This is an optimization exercise on Yosys and OpenROAD, whose aim is a short achievable clock period and few clock cycles, not a production implementation.
Only simulation tests tie the RTL to the original design; equivalence was not proved.
No activity file was given, so power comes from the tool's default toggle rates.

<file path="flow/run.sh">
#!/bin/bash
# synth_recipe.tcl (not shown) runs the flow's synth.tcl, then flattens the netlist and writes it again
# the make line also repeats each setting of config.mk as NAME=value (left out here)
make -C /OpenROAD-flow-scripts/flow DESIGN_CONFIG=/design/flow/config.mk WORK_HOME=/design/flow/orfs CLKGATE_MAP_FILE= SYNTH_SCRIPT=/design/flow/synth_recipe.tcl finish
</file>
<file path="flow/config.mk">
export PLATFORM = sky130hd
export DESIGN_NAME = cpu_top
export DESIGN_NICKNAME = cpu_top
export VERILOG_FILES = /design/flow/design.v
export SDC_FILE = /design/flow/constraint.sdc
export NUM_CORES = 4
export LEC_CHECK = 0
export CAP_MARGIN = 20
export CORE_MARGIN = 2
export CORE_UTILIZATION = 40
export PLACE_DENSITY = 0.6
export SETUP_SLACK_MARGIN = 3.2
export SLEW_MARGIN = 20
</file>
<file path="flow/constraint.sdc">
create_clock -name core_clock -period 6.0 [get_ports {clk}]
set_input_delay 1.2000 -clock core_clock [delete_from_list [all_inputs] [get_ports {clk}]]
set_output_delay 1.2000 -clock core_clock [all_outputs]
set_load 0.01 [all_outputs]
</file>
<file path="flow/design.v">
`timescale 1ns/1ns
package cpu_pkg;
   localparam logic [3:0] NOP  = 4'h0;
   localparam logic [3:0] ADD  = 4'h1;
   localparam logic [3:0] SUB  = 4'h2;
   localparam logic [3:0] AND  = 4'h3;
   localparam logic [3:0] OR   = 4'h4;
   localparam logic [3:0] XOR  = 4'h5;
   localparam logic [3:0] ADDI = 4'h6;
   localparam logic [3:0] LI   = 4'h7;
   localparam logic [3:0] LD   = 4'h8;
   localparam logic [3:0] ST   = 4'h9;
   localparam logic [3:0] BEQZ = 4'ha;
   localparam logic [3:0] BNEZ = 4'hb;
   localparam logic [3:0] J    = 4'hc;
   localparam logic [3:0] HALT = 4'hd;
endpackage
`timescale 1ns/1ns
module pfx_add #(
   parameter int W = 16
) (
   input  logic [W-1:0] a,
   input  logic [W-1:0] b,
   input  logic         cin,
   output logic [W-1:0] s
);
   localparam int L = $clog2(W + 1);
   logic [W:0] g [0:L];
   logic [W:0] p [0:L];
   logic [W-1:0] x;
   assign x = a ^ b;
   always_comb begin
      g[0][0] = cin;
      p[0][0] = 1'b0;
      for (int i = 0; i < W; i++) begin
         g[0][i + 1] = a[i] & b[i];
         p[0][i + 1] = x[i];
      end
      for (int l = 0; l < L; l++) begin
         for (int i = 0; i <= W; i++) begin
            if (i >= (1 << l)) begin
               g[l + 1][i] = g[l][i] | (p[l][i] & g[l][i - (1 << l)]);
               p[l + 1][i] = p[l][i] & p[l][i - (1 << l)];
            end else begin
               g[l + 1][i] = g[l][i];
               p[l + 1][i] = p[l][i];
            end
         end
      end
      for (int i = 0; i < W; i++) begin
         s[i] = x[i] ^ g[L][i];
      end
   end
endmodule
`timescale 1ns/1ns
`timescale 1ns/1ns
`timescale 1ns/1ns
`timescale 1ns/1ns
`timescale 1ns/1ns
module cpu_top #(
   parameter int IMEM_DEPTH = 256
) (
   input  logic         clk,
   input  logic         rst_n,
   input  logic         imem_we,
   input  logic [15:0]  imem_addr,
   input  logic [15:0]  imem_wdata,
   output logic         cyc,
   output logic         stb,
   output logic         we,
   output logic [15:0]  adr,
   output logic [15:0]  dat_w,
   input  logic [15:0]  dat_r,
   input  logic         ack,
   output logic         wb_we,
   output logic [2:0]   wb_rd,
   output logic [15:0]  wb_data,
   output logic         halted
);
   localparam int MQ_AW = 3;               
   localparam int MQ_D  = 1 << MQ_AW;
   localparam int TQ_AW = 4;               
   localparam int TQ_D  = 1 << TQ_AW;
   logic [15:0] imem [0:255];
   logic [7:0]  pc;
   logic [6:0]  pce;          
   logic [6:0]  pco;          
   logic [7:0]  pce_row;      
   logic [7:0]  pco_row;      
   logic [15:0] d_nx;         
   logic        nx_ok;        
   logic        d_pred;       
   logic        d_valid;
   logic [15:0] d_ir;
   logic [7:0]  d_pc;
   logic        halt_seen;
   logic        e_valid;
   logic [2:0]  e_alu;        
   logic        e_sub;
   logic        e_wr;         
   logic        e_ld;
   logic        e_st;
   logic [2:0]  e_rd;
   logic [TQ_AW-1:0] e_idx;
   logic [15:0] e_a;
   logic [15:0] e_b;
   logic [15:0] e_s;
   logic        e_fa;
   logic        e_fb;
   logic        e_fs;
   logic        e_pz;         
   logic        e_pz_ok;
   logic        e_dp;         
   logic [TQ_AW-1:0] e_dtag;  
   logic        e_ap;         
   logic [TQ_AW-1:0] e_atag;  
   logic        w_valid;
   logic [2:0]  w_rd;
   logic [TQ_AW-1:0] w_idx;
   logic [15:0] res_q;
   logic [15:0] regs [0:7];
   logic [7:0]  rz;
   logic [7:0]  pend;
   logic [TQ_AW-1:0] ptag [0:7];    
   logic [TQ_AW:0]   tq_head;
   logic [TQ_AW:0]   tq_tail;
   logic [TQ_D-1:0]  tq_rdy;
   logic [2:0]       tq_rd   [0:TQ_D-1];
   logic [15:0]      tq_data [0:TQ_D-1];
   logic [MQ_AW:0]   mq_head;
   logic [MQ_AW:0]   mq_tail;
   logic             mq_we  [0:MQ_D-1];
   logic [15:0]      mq_base [0:MQ_D-1];    
   logic [15:0]      mq_imm [0:MQ_D-1];
   logic [MQ_D-1:0]  mq_ap;
   logic [TQ_AW-1:0] mq_atag [0:MQ_D-1];
   logic [15:0]      mq_dat [0:MQ_D-1];
   logic [2:0]       mq_rd  [0:MQ_D-1];
   logic [TQ_AW-1:0] mq_idx [0:MQ_D-1];
   logic [MQ_D-1:0]  mq_live;
   logic [MQ_D-1:0]  mq_dp;
   logic [TQ_AW-1:0] mq_dtag [0:MQ_D-1];
   logic             o_we;
   logic [15:0]      o_adr;
   logic [15:0]      o_dat;
   logic [2:0]       o_rd;
   logic [TQ_AW-1:0] o_idx;
   logic             o_live;
   logic [7:0]       o_rd_oh;      
   logic             halted_q;
   logic             q_valid;
   logic             q_done;
   logic             q_live;
   logic [2:0]       q_sel;
   logic             q_sub;
   logic [2:0]       q_rd;
   logic [7:0]       q_rd_oh;      
   logic [TQ_AW-1:0] q_idx;
   logic [TQ_AW-1:0] q_tag;
   logic             q_pa;
   logic             q_pb;
   logic [15:0]      q_a;
   logic [15:0]      q_b;
   logic [15:0]      q_res;
   always_ff @(posedge clk) begin
      if (imem_we) begin
         imem[imem_addr[7:0]] <= imem_wdata;
      end
   end
   logic [15:0] ev_rd, od_rd, imem_rd, imem_rd1;
   logic [15:0] ev_row [0:7];
   logic [15:0] od_row [0:7];
   always_comb begin
      for (int r = 0; r < 8; r++) begin
         ev_row[r] = imem[{r[2:0], pce[3:0], 1'b0}];
         od_row[r] = imem[{r[2:0], pco[3:0], 1'b1}];
      end
      ev_rd = 16'd0;
      od_rd = 16'd0;
      for (int r = 0; r < 8; r++) begin
         ev_rd = ev_rd | ({16{pce_row[r]}} & ev_row[r]);
         od_rd = od_rd | ({16{pco_row[r]}} & od_row[r]);
      end
      imem_rd  = pc[0] ? od_rd : ev_rd;
      imem_rd1 = pc[0] ? ev_rd : od_rd;
   end
   logic [3:0]  op;
   logic [2:0]  rd_i, rs_i, rt_i;
   logic        is_r, is_addi, is_li, is_ld, is_st, is_cbr, is_bnez, is_jmp, is_halt;
   logic        uses_a, uses_b, uses_s, writes, is_mem, to_e;
   logic [15:0] imm;
   logic [7:0]  br_off;
   logic [7:0]  d_target;
   logic [2:0]  alu_sel;
   assign op   = d_ir[15:12];
   assign rd_i = d_ir[11:9];
   assign rs_i = d_ir[8:6];
   assign rt_i = d_ir[5:3];
   always_comb begin
      is_r    = (op == cpu_pkg::ADD) || (op == cpu_pkg::SUB) || (op == cpu_pkg::AND) ||
                (op == cpu_pkg::OR) || (op == cpu_pkg::XOR);
      is_addi = op == cpu_pkg::ADDI;
      is_li   = op == cpu_pkg::LI;
      is_ld   = op == cpu_pkg::LD;
      is_st   = op == cpu_pkg::ST;
      is_bnez = op == cpu_pkg::BNEZ;
      is_cbr  = ((op == cpu_pkg::BEQZ) || (op == cpu_pkg::BNEZ)) && (d_ir[5:0] != 6'd0);
      is_jmp  = (op == cpu_pkg::J) && (d_ir[7:0] != 8'd0);
      is_halt = op == cpu_pkg::HALT;
      uses_a  = is_r || is_addi || is_ld || is_st;
      uses_b  = is_r;
      uses_s  = is_st || is_cbr;
      writes  = is_r || is_addi || is_li || is_ld;
      is_mem  = is_ld || is_st;
      to_e    = is_r || is_addi || is_li || is_mem;
      imm     = is_li ? {{7{d_ir[8]}}, d_ir[8:0]} : {{10{d_ir[5]}}, d_ir[5:0]};
      br_off  = (op == cpu_pkg::J) ? d_ir[7:0] : {{2{d_ir[5]}}, d_ir[5:0]};
      case (op)
         cpu_pkg::SUB: alu_sel = 3'd1;
         cpu_pkg::AND: alu_sel = 3'd2;
         cpu_pkg::OR:  alu_sel = 3'd3;
         cpu_pkg::XOR: alu_sel = 3'd4;
         default:      alu_sel = 3'd0;
      endcase
   end
   pfx_add #(.W(8)) tgt_add (.a(d_pc), .b(br_off), .cin(1'b1), .s(d_target));
   logic [7:0] pc_inc;
   pfx_add #(.W(8)) pc_add (.a(pc), .b(8'd0), .cin(1'b1), .s(pc_inc));
   logic [7:0] d_fall;
   pfx_add #(.W(8)) fall_add (.a(d_pc), .b(8'd0), .cin(1'b1), .s(d_fall));
   logic [3:0] n_op;
   logic [2:0] n_rd;
   logic       n_jmp, n_cbr, n_known, n_zero, n_pred, look;
   logic [7:0] n_off, tgt_n;
   assign n_op  = d_nx[15:12];
   assign n_rd  = d_nx[11:9];
   assign n_jmp = (n_op == cpu_pkg::J) && (d_nx[7:0] != 8'd0);
   assign n_cbr = ((n_op == cpu_pkg::BEQZ) || (n_op == cpu_pkg::BNEZ)) && (d_nx[5:0] != 6'd0);
   assign n_off = (n_op == cpu_pkg::J) ? d_nx[7:0] : {{2{d_nx[5]}}, d_nx[5:0]};
   pfx_add #(.W(8)) tgtn_add (.a(pc), .b(n_off), .cin(1'b1), .s(tgt_n));
   always_comb begin
      n_known = !(writes && rd_i == n_rd) && !(e_valid && e_wr && e_rd == n_rd) &&
                !pend[n_rd];
      if (w_valid && w_rd == n_rd) n_zero = res_q == 16'd0;
      else                         n_zero = rz[n_rd];
      n_pred = n_jmp || (n_cbr && (n_known ? (n_zero ^ (n_op == cpu_pkg::BNEZ)) : d_nx[5]));
   end
   assign look = nx_ok && n_pred;
   logic [7:0] a_pc, b_pc, a1_pc, b1_pc, fall1, tgt1, inc1, tgtn1;
   pfx_add #(.W(8)) fall1_add (.a(d_pc), .b(8'd1), .cin(1'b1), .s(fall1));
   pfx_add #(.W(8)) tgt1_add  (.a(d_fall), .b(br_off), .cin(1'b1), .s(tgt1));
   pfx_add #(.W(8)) inc1_add  (.a(pc), .b(8'd1), .cin(1'b1), .s(inc1));
   pfx_add #(.W(8)) tgtn1_add (.a(pc_inc), .b(n_off), .cin(1'b1), .s(tgtn1));
   assign a_pc  = d_pred ? d_fall : d_target;
   assign a1_pc = d_pred ? fall1 : tgt1;
   assign b_pc  = look ? tgt_n : pc_inc;
   assign b1_pc = look ? tgtn1 : inc1;
   logic [7:0] ae_row, ao_row, be_row, bo_row;
   always_comb begin
      for (int i = 0; i < 8; i++) begin
         ae_row[i] = a1_pc[7:5] == i;
         ao_row[i] = a_pc[7:5] == i;
         be_row[i] = b1_pc[7:5] == i;
         bo_row[i] = b_pc[7:5] == i;
      end
   end
   logic kill_o;
   logic [MQ_D-1:0] kill_mq;
   logic d_wr, kill_e, kill_q;
   assign d_wr    = d_issue && writes;
   assign kill_o  = d_wr && rd_i == o_rd;
   assign kill_e  = d_wr && rd_i == e_rd;
   assign kill_q  = d_wr && rd_i == q_rd;
   always_comb begin
      for (int k = 0; k < MQ_D; k++) begin
         kill_mq[k] = d_wr && rd_i == mq_rd[k];
      end
   end
   logic        q_fire, q_ok;
   logic [15:0] qa, qb, q_sum, q_alu;
   assign q_fire = q_valid && !q_done && cyc && ack && !o_we && o_idx == q_tag;
   assign q_ok   = q_done && q_live;
   assign qa = q_pa ? dat_r : q_a;
   assign qb = q_pb ? dat_r : q_b;
   pfx_add #(.W(16)) q_add (.a(qa), .b(q_sub ? ~qb : qb), .cin(q_sub), .s(q_sum));
   always_comb begin
      case (q_sel)
         3'd2:    q_alu = qa & qb;
         3'd3:    q_alu = qa | qb;
         3'd4:    q_alu = qa ^ qb;
         default: q_alu = q_sum;
      endcase
   end
   logic ret, retok;
   assign ret   = cyc && ack && !o_we;
   assign retok = ret && o_live;
   logic [15:0] val_a, val_b, val_s;
   always_comb begin
      if (w_valid && w_rd == rs_i)      val_a = res_q;
      else if (retok && o_rd == rs_i)   val_a = dat_r;
      else if (q_ok && q_rd == rs_i)    val_a = q_res;
      else                              val_a = regs[rs_i];
      if (w_valid && w_rd == rt_i)      val_b = res_q;
      else if (retok && o_rd == rt_i)   val_b = dat_r;
      else if (q_ok && q_rd == rt_i)    val_b = q_res;
      else                              val_b = regs[rt_i];
      if (w_valid && w_rd == rd_i)      val_s = res_q;
      else if (retok && o_rd == rd_i)   val_s = dat_r;
      else if (q_ok && q_rd == rd_i)    val_s = q_res;
      else                              val_s = regs[rd_i];
   end
   logic e_alu_wr;
   assign e_alu_wr = e_valid && e_wr;
   logic fa, fb, fs;
   assign fa = e_alu_wr && e_rd == rs_i;
   assign fb = e_alu_wr && e_rd == rt_i;
   assign fs = e_alu_wr && e_rd == rd_i;
   logic [7:0] pend_now;
   always_comb begin
      for (int r = 0; r < 8; r++) begin
         pend_now[r] = pend[r] && !(retok && o_rd_oh[r]) && !(q_ok && q_rd_oh[r]);
      end
   end
   logic [TQ_AW:0] tq_cnt;
   logic [MQ_AW:0] mq_cnt;
   logic           tq_nf, mq_nf;
   assign tq_cnt = tq_tail - tq_head;
   assign mq_cnt = mq_tail - mq_head;
   always_ff @(posedge clk or negedge rst_n) begin
      if (!rst_n) begin
         tq_nf <= 1'b0;
         mq_nf <= 1'b0;
      end else begin
         tq_nf <= tq_cnt >= TQ_D - 3;
         mq_nf <= mq_cnt >= MQ_D - 2;
      end
   end
   logic rd_zero;
   always_comb begin
      if (fs)                           rd_zero = e_pz;
      else if (w_valid && w_rd == rd_i) rd_zero = res_q == 16'd0;
      else if (retok && o_rd == rd_i)   rd_zero = dat_r == 16'd0;
      else if (q_ok && q_rd == rd_i)    rd_zero = q_res == 16'd0;
      else                              rd_zero = rz[rd_i];
   end
   logic raw, full, stall, d_issue, d_go, redirect;
   assign raw  = (uses_a && pend_now[rs_i] && !is_mem) || (uses_b && pend_now[rt_i]) ||
                 (is_cbr && (pend_now[rd_i] || (fs && !e_pz_ok)));
   assign full = (is_mem && mq_nf) || (writes && tq_nf);
   logic pa, pb, to_q;
   assign pa   = uses_a && pend_now[rs_i];
   assign pb   = uses_b && pend_now[rt_i];
   assign to_q = (is_r || is_addi) && !q_valid && (pa || pb) &&
                 (pa && pb ? rs_i == rt_i : (pa ? !(is_r && fb) : !fa));
   assign stall    = (raw && !to_q) || full || halt_seen;
   assign d_issue  = d_valid && !stall;
   assign d_go     = !d_valid || d_issue;
   assign redirect = is_jmp || (is_cbr && (rd_zero ^ is_bnez));
   logic [15:0] ea, eb, es, alu_out;
   assign ea = e_fa ? res_q : e_a;
   assign eb = e_fb ? res_q : e_b;
   assign es = e_fs ? res_q : e_s;
   logic [15:0] sum;
   pfx_add #(.W(16)) alu_add (.a(ea), .b(e_sub ? ~eb : eb), .cin(e_sub), .s(sum));
   always_comb begin
      case (e_alu)
         3'd1:    alu_out = sum;
         3'd2:    alu_out = ea & eb;
         3'd3:    alu_out = ea | eb;
         3'd4:    alu_out = ea ^ eb;
         default: alu_out = sum;
      endcase
   end
   logic [15:0] negimm;
   logic        pz, pz_ok;
   pfx_add #(.W(16)) neg_add (.a(16'd0), .b(~imm), .cin(1'b1), .s(negimm));
   assign pz    = is_li ? (imm == 16'd0) : (val_a == negimm);
   assign pz_ok = is_li || (is_addi && !fa);
   logic e_mem;
   assign e_mem = e_valid && (e_ld || e_st);
   logic rv;
   assign rv = d_valid && (redirect != d_pred);
   always_ff @(posedge clk or negedge rst_n) begin
      if (!rst_n) begin
         pc        <= 8'd0;
         pce       <= 7'd0;
         pco       <= 7'd0;
         pce_row   <= 8'd1;
         pco_row   <= 8'd1;
         d_valid   <= 1'b0;
         nx_ok     <= 1'b0;
         d_pred    <= 1'b0;
         halt_seen <= 1'b0;
      end else begin
         if (d_issue && is_halt) halt_seen <= 1'b1;
         if (d_go) begin
            pc      <= rv ? a_pc : b_pc;
            pce     <= rv ? a1_pc[7:1] : b1_pc[7:1];
            pco     <= rv ? a_pc[7:1] : b_pc[7:1];
            pce_row <= rv ? ae_row : be_row;
            pco_row <= rv ? ao_row : bo_row;
            d_valid <= !rv;
            nx_ok   <= !rv && !look;
            d_pred  <= !rv && look;
         end
      end
   end
   always_ff @(posedge clk) begin
      if (d_go) begin
         d_ir <= imem_rd;
         d_nx <= imem_rd1;
         d_pc <= pc;
      end
   end
   always_ff @(posedge clk or negedge rst_n) begin
      if (!rst_n) begin
         e_valid <= 1'b0;
      end else begin
         e_valid <= d_issue && to_e && !to_q;
      end
   end
   always_ff @(posedge clk) begin
      e_alu  <= alu_sel;
      e_sub  <= op == cpu_pkg::SUB;
      e_wr   <= writes && !is_ld;
      e_ld   <= is_ld;
      e_st   <= is_st;
      e_rd   <= rd_i;
      e_idx  <= tq_tail[TQ_AW-1:0];
      e_a    <= is_li ? 16'd0 : val_a;
      e_b    <= is_r ? val_b : imm;
      e_s    <= val_s;
      e_fa   <= fa && !is_li;
      e_fb   <= fb && is_r;
      e_fs   <= fs;
      e_pz   <= pz;
      e_pz_ok <= pz_ok;
      e_dp   <= is_st && pend_now[rd_i];
      e_dtag <= ptag[rd_i];
      e_ap   <= is_mem && pend_now[rs_i];
      e_atag <= ptag[rs_i];
   end
   always_ff @(posedge clk or negedge rst_n) begin
      if (!rst_n) begin
         w_valid <= 1'b0;
         pend    <= 8'd0;
      end else begin
         w_valid <= e_alu_wr;
         for (int r = 0; r < 8; r++) begin
            if (d_issue && writes && rd_i == r) begin
               pend[r] <= is_ld || to_q;
            end else if ((retok && o_rd == r) || (q_ok && q_rd == r)) begin
               pend[r] <= 1'b0;
            end
         end
      end
   end
   always_ff @(posedge clk) begin
      if (d_issue && writes) begin
         ptag[rd_i] <= tq_tail[TQ_AW-1:0];
      end
      res_q <= alu_out;
      w_rd  <= e_rd;
      w_idx <= e_idx;
      if (retok) begin
         regs[o_rd] <= dat_r;
         rz[o_rd]   <= dat_r == 16'd0;
      end
      if (q_ok) begin
         regs[q_rd] <= q_res;
         rz[q_rd]   <= q_res == 16'd0;
      end
      if (w_valid) begin
         regs[w_rd] <= res_q;
         rz[w_rd]   <= res_q == 16'd0;
      end
   end
   logic [TQ_AW-1:0] tq_h;
   assign tq_h = tq_head[TQ_AW-1:0];
   always_ff @(posedge clk or negedge rst_n) begin
      if (!rst_n) begin
         tq_head <= '0;
         tq_tail <= '0;
         tq_rdy  <= '0;
         wb_we   <= 1'b0;
      end else begin
         if (d_issue && writes) begin
            tq_tail <= tq_tail + 1'b1;
         end
         if (w_valid) begin
            tq_rdy[w_idx] <= 1'b1;
         end
         if (ret) begin
            tq_rdy[o_idx] <= 1'b1;
         end
         if (q_done) begin
            tq_rdy[q_idx] <= 1'b1;
         end
         wb_we <= tq_rdy[tq_h];
         if (tq_rdy[tq_h]) begin
            tq_rdy[tq_h] <= 1'b0;
            tq_head      <= tq_head + 1'b1;
         end
      end
   end
   always_ff @(posedge clk) begin
      if (w_valid) begin
         tq_rd[w_idx]   <= w_rd;
         tq_data[w_idx] <= res_q;
      end
      if (ret) begin
         tq_rd[o_idx]   <= o_rd;
         tq_data[o_idx] <= dat_r;
      end
      if (q_done) begin
         tq_rd[q_idx]   <= q_rd;
         tq_data[q_idx] <= q_res;
      end
      wb_rd   <= tq_rd[tq_h];
      wb_data <= tq_data[tq_h];
   end
   logic mq_empty, bus_free, mq_push;
   logic [MQ_AW-1:0] mq_h, mq_t;
   assign mq_h     = mq_head[MQ_AW-1:0];
   assign mq_t     = mq_tail[MQ_AW-1:0];
   assign mq_empty = mq_head == mq_tail;
   assign bus_free = !cyc || ack;
   assign mq_push  = e_mem && !(bus_free && mq_empty && e_ready && !e_ap);
   always_ff @(posedge clk or negedge rst_n) begin
      if (!rst_n) begin
         mq_head <= '0;
         mq_tail <= '0;
         cyc     <= 1'b0;
      end else begin
         if (mq_push) begin
            mq_tail <= mq_tail + 1'b1;
         end
         if (bus_free) begin
            cyc <= mq_empty ? e_mem && e_ready && !e_ap : head_ready;
            if (!mq_empty && head_ready) begin
               mq_head <= mq_head + 1'b1;
            end
         end
      end
   end
   always_ff @(posedge clk) begin
      for (int k = 0; k < MQ_D; k++) begin
         if (mq_push && mq_t == k) begin
            mq_live[k] <= !kill_e;
         end else begin
            mq_live[k] <= mq_live[k] && !kill_mq[k];
         end
      end
      if (bus_free) begin
         if (!mq_empty) begin
            o_live <= mq_live[mq_h] && !kill_mq[mq_h];
         end else begin
            o_live <= !kill_e;
         end
      end else begin
         o_live <= o_live && !kill_o;
      end
   end
   logic        e_dhit;
   logic [15:0] e_sdat;
   logic [MQ_D-1:0] mq_dhit;
   logic [15:0] e_cap;
   logic [15:0] mq_cap [0:MQ_D-1];
   logic e_ready, head_ready;
   assign e_dhit = e_dp && ((ret && o_idx == e_dtag) || (q_done && q_idx == e_dtag));
   assign e_cap  = (ret && o_idx == e_dtag) ? dat_r : q_res;
   assign e_sdat = e_dhit ? e_cap : es;
   assign e_ready = !(e_st && e_dp) || e_dhit;
   logic        e_ahit;
   logic [15:0] e_acap;
   logic [MQ_D-1:0] mq_ahit;
   logic [15:0] mq_acap [0:MQ_D-1];
   assign e_ahit = e_ap && ((ret && o_idx == e_atag) || (q_done && q_idx == e_atag));
   assign e_acap = (ret && o_idx == e_atag) ? dat_r : q_res;
   always_comb begin
      for (int k = 0; k < MQ_D; k++) begin
         mq_dhit[k] = mq_dp[k] && ((ret && o_idx == mq_dtag[k]) ||
                                   (q_done && q_idx == mq_dtag[k]));
         mq_cap[k]  = (ret && o_idx == mq_dtag[k]) ? dat_r : q_res;
      end
   end
   always_comb begin
      for (int k = 0; k < MQ_D; k++) begin
         mq_ahit[k] = mq_ap[k] && ((ret && o_idx == mq_atag[k]) ||
                                   (q_done && q_idx == mq_atag[k]));
         mq_acap[k] = (ret && o_idx == mq_atag[k]) ? dat_r : q_res;
      end
   end
   assign head_ready = (!mq_dp[mq_h] || mq_dhit[mq_h]) && (!mq_ap[mq_h] || mq_ahit[mq_h]);
   logic [15:0] h_base, h_adr;
   assign h_base = mq_ahit[mq_h] ? mq_acap[mq_h] : mq_base[mq_h];
   pfx_add #(.W(16)) h_agu (.a(h_base), .b(mq_imm[mq_h]), .cin(1'b0), .s(h_adr));
   always_ff @(posedge clk) begin
      for (int k = 0; k < MQ_D; k++) begin
         if (mq_push && mq_t == k) begin
            mq_we[k]   <= e_st;
            mq_base[k] <= e_ahit ? e_acap : ea;
            mq_imm[k]  <= e_b;
            mq_dat[k]  <= e_sdat;
            mq_rd[k]   <= e_rd;
            mq_idx[k]  <= e_idx;
            mq_dp[k]   <= e_st && e_dp && !e_dhit;
            mq_dtag[k] <= e_dtag;
            mq_ap[k]   <= e_ap && !e_ahit;
            mq_atag[k] <= e_atag;
         end else begin
            if (mq_dhit[k]) begin
               mq_dat[k]  <= mq_cap[k];
               mq_dp[k]   <= 1'b0;
            end
            if (mq_ahit[k]) begin
               mq_base[k] <= mq_acap[k];
               mq_ap[k]   <= 1'b0;
            end
         end
      end
      if (bus_free) begin
         if (!mq_empty) begin
            o_we  <= mq_we[mq_h];
            o_adr <= h_adr;
            o_dat <= mq_dhit[mq_h] ? mq_cap[mq_h] : mq_dat[mq_h];
            o_rd  <= mq_rd[mq_h];
            for (int r = 0; r < 8; r++) o_rd_oh[r] <= mq_rd[mq_h] == r;
            o_idx <= mq_idx[mq_h];
         end else begin
            o_we  <= e_st;
            o_adr <= alu_out;
            o_dat <= e_sdat;
            o_rd  <= e_rd;
            for (int r = 0; r < 8; r++) o_rd_oh[r] <= e_rd == r;
            o_idx <= e_idx;
         end
      end
   end
   assign stb   = cyc;
   assign we    = o_we;
   assign adr   = o_adr;
   assign dat_w = o_dat;
   logic q_issue;
   assign q_issue = d_issue && to_q;
   always_ff @(posedge clk or negedge rst_n) begin
      if (!rst_n) begin
         q_valid  <= 1'b0;
         q_done   <= 1'b0;
      end else begin
         if (q_issue) begin
            q_valid <= 1'b1;
         end else if (q_done) begin
            q_valid <= 1'b0;
         end
         q_done <= q_fire;
      end
   end
   always_ff @(posedge clk) begin
      if (!q_valid) begin
         q_live <= 1'b1;
         q_sel  <= alu_sel;
         q_sub  <= op == cpu_pkg::SUB;
         q_rd   <= rd_i;
         for (int r = 0; r < 8; r++) q_rd_oh[r] <= rd_i == r;
         q_idx  <= tq_tail[TQ_AW-1:0];
         q_tag  <= pa ? ptag[rs_i] : ptag[rt_i];
         q_pa   <= pa;
         q_pb   <= pb;
         q_a    <= val_a;
         q_b    <= is_r ? val_b : imm;
      end else if (kill_q) begin
         q_live <= 1'b0;
      end
      if (q_fire) begin
         q_res <= q_alu;
      end
   end
   always_ff @(posedge clk or negedge rst_n) begin
      if (!rst_n) begin
         halted_q <= 1'b0;
      end else if (halt_seen && tq_head == tq_tail && mq_empty && !e_mem && bus_free) begin
         halted_q <= 1'b1;
      end
   end
   assign halted = halted_q;
endmodule
</file>
==> Flow_metrics.wiki <==
{| class="wikitable"
! Metric !! Value
|-
| Portion of the clock cycle consumed by the worst path in the final layout || 81.9%
|-
| Share of post-route cells with drive strength above 1 || 37.7%
|-
| Leading area contributor after synthesis || edfxtp_1
|-
| Cell leakage power || 98.2 nW
|-
| Number of distinct library cells after synthesis || 99
|-
| Post-synthesis async set-or-reset flop share || 1.52%
|-
| Number of setup violations in the final report || 0
|-
| Number of antenna violations at the first check in global routing || 43
|-
| Standard cell core area || 595000 um2
|-
| Top FF cell, synth || edfxtp_1
|-
| Most Frequent Cell on Critical Path || buf_4
|-
| Share of synthesized area occupied by flip-flops and latches || 68.0%
|-
| Total die area || 604000 um2
|-
| Die width || 777 um
|-
| Multi-input gate area || 82700 um2
|-
| Source-to-sink clock delay at the later pin of the worst-skew pair || 1.13 ns
|-
| TritonCTS clock tree || done
|-
| HPWL Detailed || 427000 um
|-
| DR iter-0 viols || 20.6k
|-
| Initial cell density of the core || 40.2%
|-
| Post-Syn Area || 239000 um2
|-
| Ratio of total power to cell area || 479 nW/um2
|-
| RePlAce Congestion || 0.901
|-
| Upper clock frequency limit || 204 MHz
|-
| Type of the worst setup path || reg -> reg
|-
| Height of the chip || 777 um
|-
| Total number of vias || 146k
|-
| Count of maximum capacitance violations || 0
|-
| Final Hold Viols || 0
|-
| Crit path launch type || register
|-
| Delay of the slowest cell on the worst path || 0.98 ns
|-
| Post-synthesis sequential element count || 5477
|-
| Number of standard-cell rows in the floorplan || 283
|-
| Area taken by flip-flops and latches || 163000 um2
|-
| Detailed-routing iteration count for the pre-antenna-repair pass || 9
|-
| Setup Skew || 0.0675 ns
|-
| Remaining antenna violation count after routing || 0
|-
| Max rail drop VDD || 0.506 mV
|-
| Grt ovf || 0
|-
| Post-Synthesis Cells || 14.0k
|-
| Area fraction of the dominant cell type after synthesis || 65.9%
|-
| Cell at the root of the clock tree || clkbuf_16
|-
| Slowest cell on the critical path || a222oi_1
|-
| Post-synth EDFFs || 5248
|-
| Count of filler cells inserted in the layout || 46.9k
|-
| First-pass GRT wire length || 1090000 um
|-
| Endpoint arrival time on the critical path || 5.79 ns
|-
| Post-placement cell count || 21.4k
|-
| Outcome || timing/DRC/antenna clean
|-
| Final wirelength || 793000 um
|-
| PnR Total Power || 145 mW
|-
| Maximum count of clock buffers along a single path || 4
|-
| Via count normalized by instance count || 6.13
|-
| Worst path cell trace || buf_4 -> buf_12 -> ha_4 -> buf_4 -> nor2b_2 -> a222oi_1 -> o2111a_1 -> o22ai_2 -> ha_1 -> o21a_1 -> nor2_2 -> a211oi_4 -> nor2_1 -> a211o_1 -> o21ai_2 -> buf_4 -> xor2_1 -> mux2_2
|-
| Least-Margin Pin Slew || 1.27 ns
|-
| Final Net Count || 15.8k
|-
| # H-tree levels || 6
|-
| Number of buffers inserted during clock tree synthesis || 591
|-
| Yosys warnings || 31
|-
| Critical path data required time || 6.88 ns
|-
| Unrepaired setup endpoints after global routing || true
|-
| Final min period || 4.91 ns
|-
| Worst slew slack as a fraction of its limit || 15.5%
|-
| Clock sinks || 5477
|-
| Synth top area cells || edfxtp_1 (66%), mux4_2 (14%), mux2i_1 (3.5%), nor2_1 (1.9%), a21oi_1 (1.7%)
|-
| Growth of design area from synthesis to finish || 26.2%
|-
| DR DRC count || 0
|-
| GR Util All Layers || 25.1%
|-
| Clock transition time at the flip-flop clock pins of the worst setup and hold paths || 0.07 ns
|-
| Path type of the worst min-delay path || in -> async
|-
| Boundary pin count || 108
|-
| Filler-free cell count of the finished design || 23.8k
|-
| Total of buffers placed on input and output ports || 99
|-
| Pin count of the biggest net entering global routing || 173
|-
| Vias in the first global route || 142k
|-
| CP endpoint kind || register
|-
| Max-slew violation count || 0
|-
| Per-cell routed wire length || 33.3 um
|-
| Synth Area per Inst || 17.1 um2
|-
| Maximum fanout along the worst path || 17
|-
| Number of buffers added to fix hold violations after cts || 0
|-
| Net count after synthesis || 14.3k
|}
worst paths after layout:
path / start / cells past startpoint / slack [ns] / to
hold reg to reg: q_valid$_DFFE_PN0P_ / 1 / 0.46 / q_live$_SDFFE_PN1P_
min in group core_clock: imem_wdata[4] / 1 / 0.45 / imem[186][4]$_DFFE_PP_
setup / recovery: mq_head[0]$_DFFE_PN0P_ / 18 / 1.09 / o_adr[13]$_DFFE_PN_
setup reg to reg: mq_head[0]$_DFFE_PN0P_ / 18 / 1.09 / o_adr[13]$_DFFE_PN_
max in group asynchronous: rst_n / 2 / 4.64 / tq_head[1]$_DFFE_PN0P_
hold / removal: rst_n / 1 / 0.07 / mq_head[2]$_DFFE_PN0P_
synthesized netlist by cell type, drive strengths merged (28+ instances only):
| master | n |
|---|---|
| edfxtp | 5248 |
| mux4 | 1520 |
| nor2 | 1212 |
| a21oi | 831 |
| mux2i | 824 |
| clkbuf | 795 |
| nand2 | 611 |
| buf | 308 |
| o21ai | 302 |
| xnor2 | 227 |
| ha | 207 |
| a22oi | 172 |
| inv | 166 |
| xor2 | 148 |
| mux2 | 147 |
| dfxtp | 146 |
| nand3 | 104 |
| nor3 | 96 |
| dfrtp | 81 |
| a31oi | 79 |
| a211oi | 71 |
| nand4 | 64 |
| a222oi | 63 |
| nor4 | 40 |
| o211ai | 36 |
| nor2b | 34 |
| nand2b | 32 |
| o22ai | 30 |
| a22o | 29 |
| and2 | 29 |
| a21o | 28 |
| a221oi | 28 |
placed cells by master (no fill, tap or decap), drive strengths merged, types with 28 or more instances in the layout:
| cell | n |
|---|---|
| a211oi | 71 |
| a21o | 28 |
| a21oi | 831 |
| a221oi | 28 |
| a222oi | 63 |
| a22o | 29 |
| a22oi | 172 |
| a31oi | 79 |
| and2 | 30 |
| buf | 1869 |
| bufinv | 35 |
| clkbuf | 814 |
| clkinv | 248 |
| dfrtp | 81 |
| dfxtp | 146 |
| edfxtp | 5248 |
| ha | 207 |
| inv | 185 |
| mux2 | 147 |
| mux2i | 824 |
| mux4 | 1520 |
| nand2 | 660 |
| nand2b | 32 |
| nand3 | 105 |
| nand4 | 64 |
| nor2 | 1212 |
| nor2b | 34 |
| nor3 | 96 |
| nor4 | 40 |
| o211ai | 36 |
| o21ai | 302 |
| o22ai | 30 |
| xnor2 | 227 |
| xor2 | 148 |
timing repair:
| action | CTS | global route |
|---|---|---|
| pin swaps | 491 | 391 |
| resized for setup | 1725 | 1022 |
| endpoints found under the hold margin | 0 | 0 |
| endpoints found under the setup margin | 5988 | 2366 |
| buffers inserted | 900 | 205 |
| cloned | 188 | 48 |
routing by layer:
metal	GRT usage [%]	part of all wire [%]	vias up	wire, um
met5	0.0237	0.019	-	151
met4	10.6	5.7	16	45300
met3	5.44	10	2288	82400
met2	39.4	46	8490	364000
met1	34.1	38	76000	302000
li1	-	-	59300	-
report_power, final:
group / internal [mW] / total (mW) / switching, mW
Sequential: 44.9 / 47.1 / 2.22
Clock: 20.3 / 36.0 / 15.7
Combinational: 27.4 / 61.5 / 34.1
Total: 92.6 / 145 / 52.0
cell families (layout without fill, tap and decap cells):
logic type | count (synthesis) | count (layout) | share of synthesized area, %
AND/OR/NAND/NOR | 2329 | 2380 | 4.16
XOR/XNOR | 376 | 376 | 1.38
buffers and inverters | 1275 | 3196 | 2.05
multiplexers | 2491 | 2491 | 18.5
other | 0 | 9 | 0
AO/OA/AOI/OAI | 1848 | 1848 | 4.77
adder cells (fa/ha/maj) | 211 | 211 | 1.11
flip-flops | 5477 | 5477 | 68.0
critical path: cells and delay by family (launching register included):
family | cells | cell delay (ns)
compound gates | 7 | 2.34
buf+inv | 4 | 0.67
fa+ha+maj | 2 | 0.50
flops | 1 | 0.44
simple gates | 3 | 0.37
mux | 1 | 0.27
xor+xnor | 1 | 0.06
area by class of cell:
type	instances	area share (%)
multi-input cells	7306	27.4
repair inverters	5	0.0178
flip-flops and latches	5477	54.0
repair buffers	1943	8.81
inverters	172	0.238
well taps	7837	3.25
diodes	9	0.00747
clock inverters	314	1.05
clock buffers	762	5.24
sequential cells by signal (all words and copies together), names as in the netlist, 48 cells and up, named ones only:
name and count:
mq_dat 128, tq_rd 48, mq_imm 128, imem 4096
mq_base 128, tq_data 256, regs 128
stage by stage:
stage / utilization [%] / worst slack, ns / hold slack, ns / TNS [ns] / instance area (um2)
2_1_floorplan: - / 0.941 / 0.360 / 0 / 245000
3_3_place_gp: 42.8 / -0.0941 / 0.447 / -0.118 / 254000
3_5_place_dp: 42.8 / -0.148 / 0.449 / -0.175 / 254000
4_1_cts: 49.5 / 1.30 / 0.0637 / 0 / 294000
5_1_grt: 50.7 / 0.973 / 0.111 / 0 / 302000
6_report: 50.7 / 1.09 / 0.0718 / 0 / 302000
Testbench counts, summed over its fixed seeds: cycles 38,345.

## afterwards: timing with drivers on the ports
In the flow no input, the clock included, has a driving cell. The finished layout below was timed again as built, in two steps. Step 1 (the two cells are an assumption about what drives the block):
set clk [get_ports {clk}]
set_driving_cell -lib_cell sky130_fd_sc_hd__clkbuf_16 $clk
set_driving_cell -lib_cell sky130_fd_sc_hd__buf_2 [delete_from_list [all_inputs] $clk]
Step 2, shift: input delay + t, output delay - t, t = (earliest + latest rising clock arrival at the registers) / 2. This alone moves slack from input paths to output paths. Three values: ideal, step 1, step 2; two values: the first two.
t, ns: 1.212
setup slack, ns: 1.086 / 1.086 / 0.055
latest minus earliest clock arrival (ns): 0.079 / 0.079
After both steps this run still meets setup and hold. The setup slack of this run moves by 0.000 ns with the drivers and by -1.031 ns with both steps.
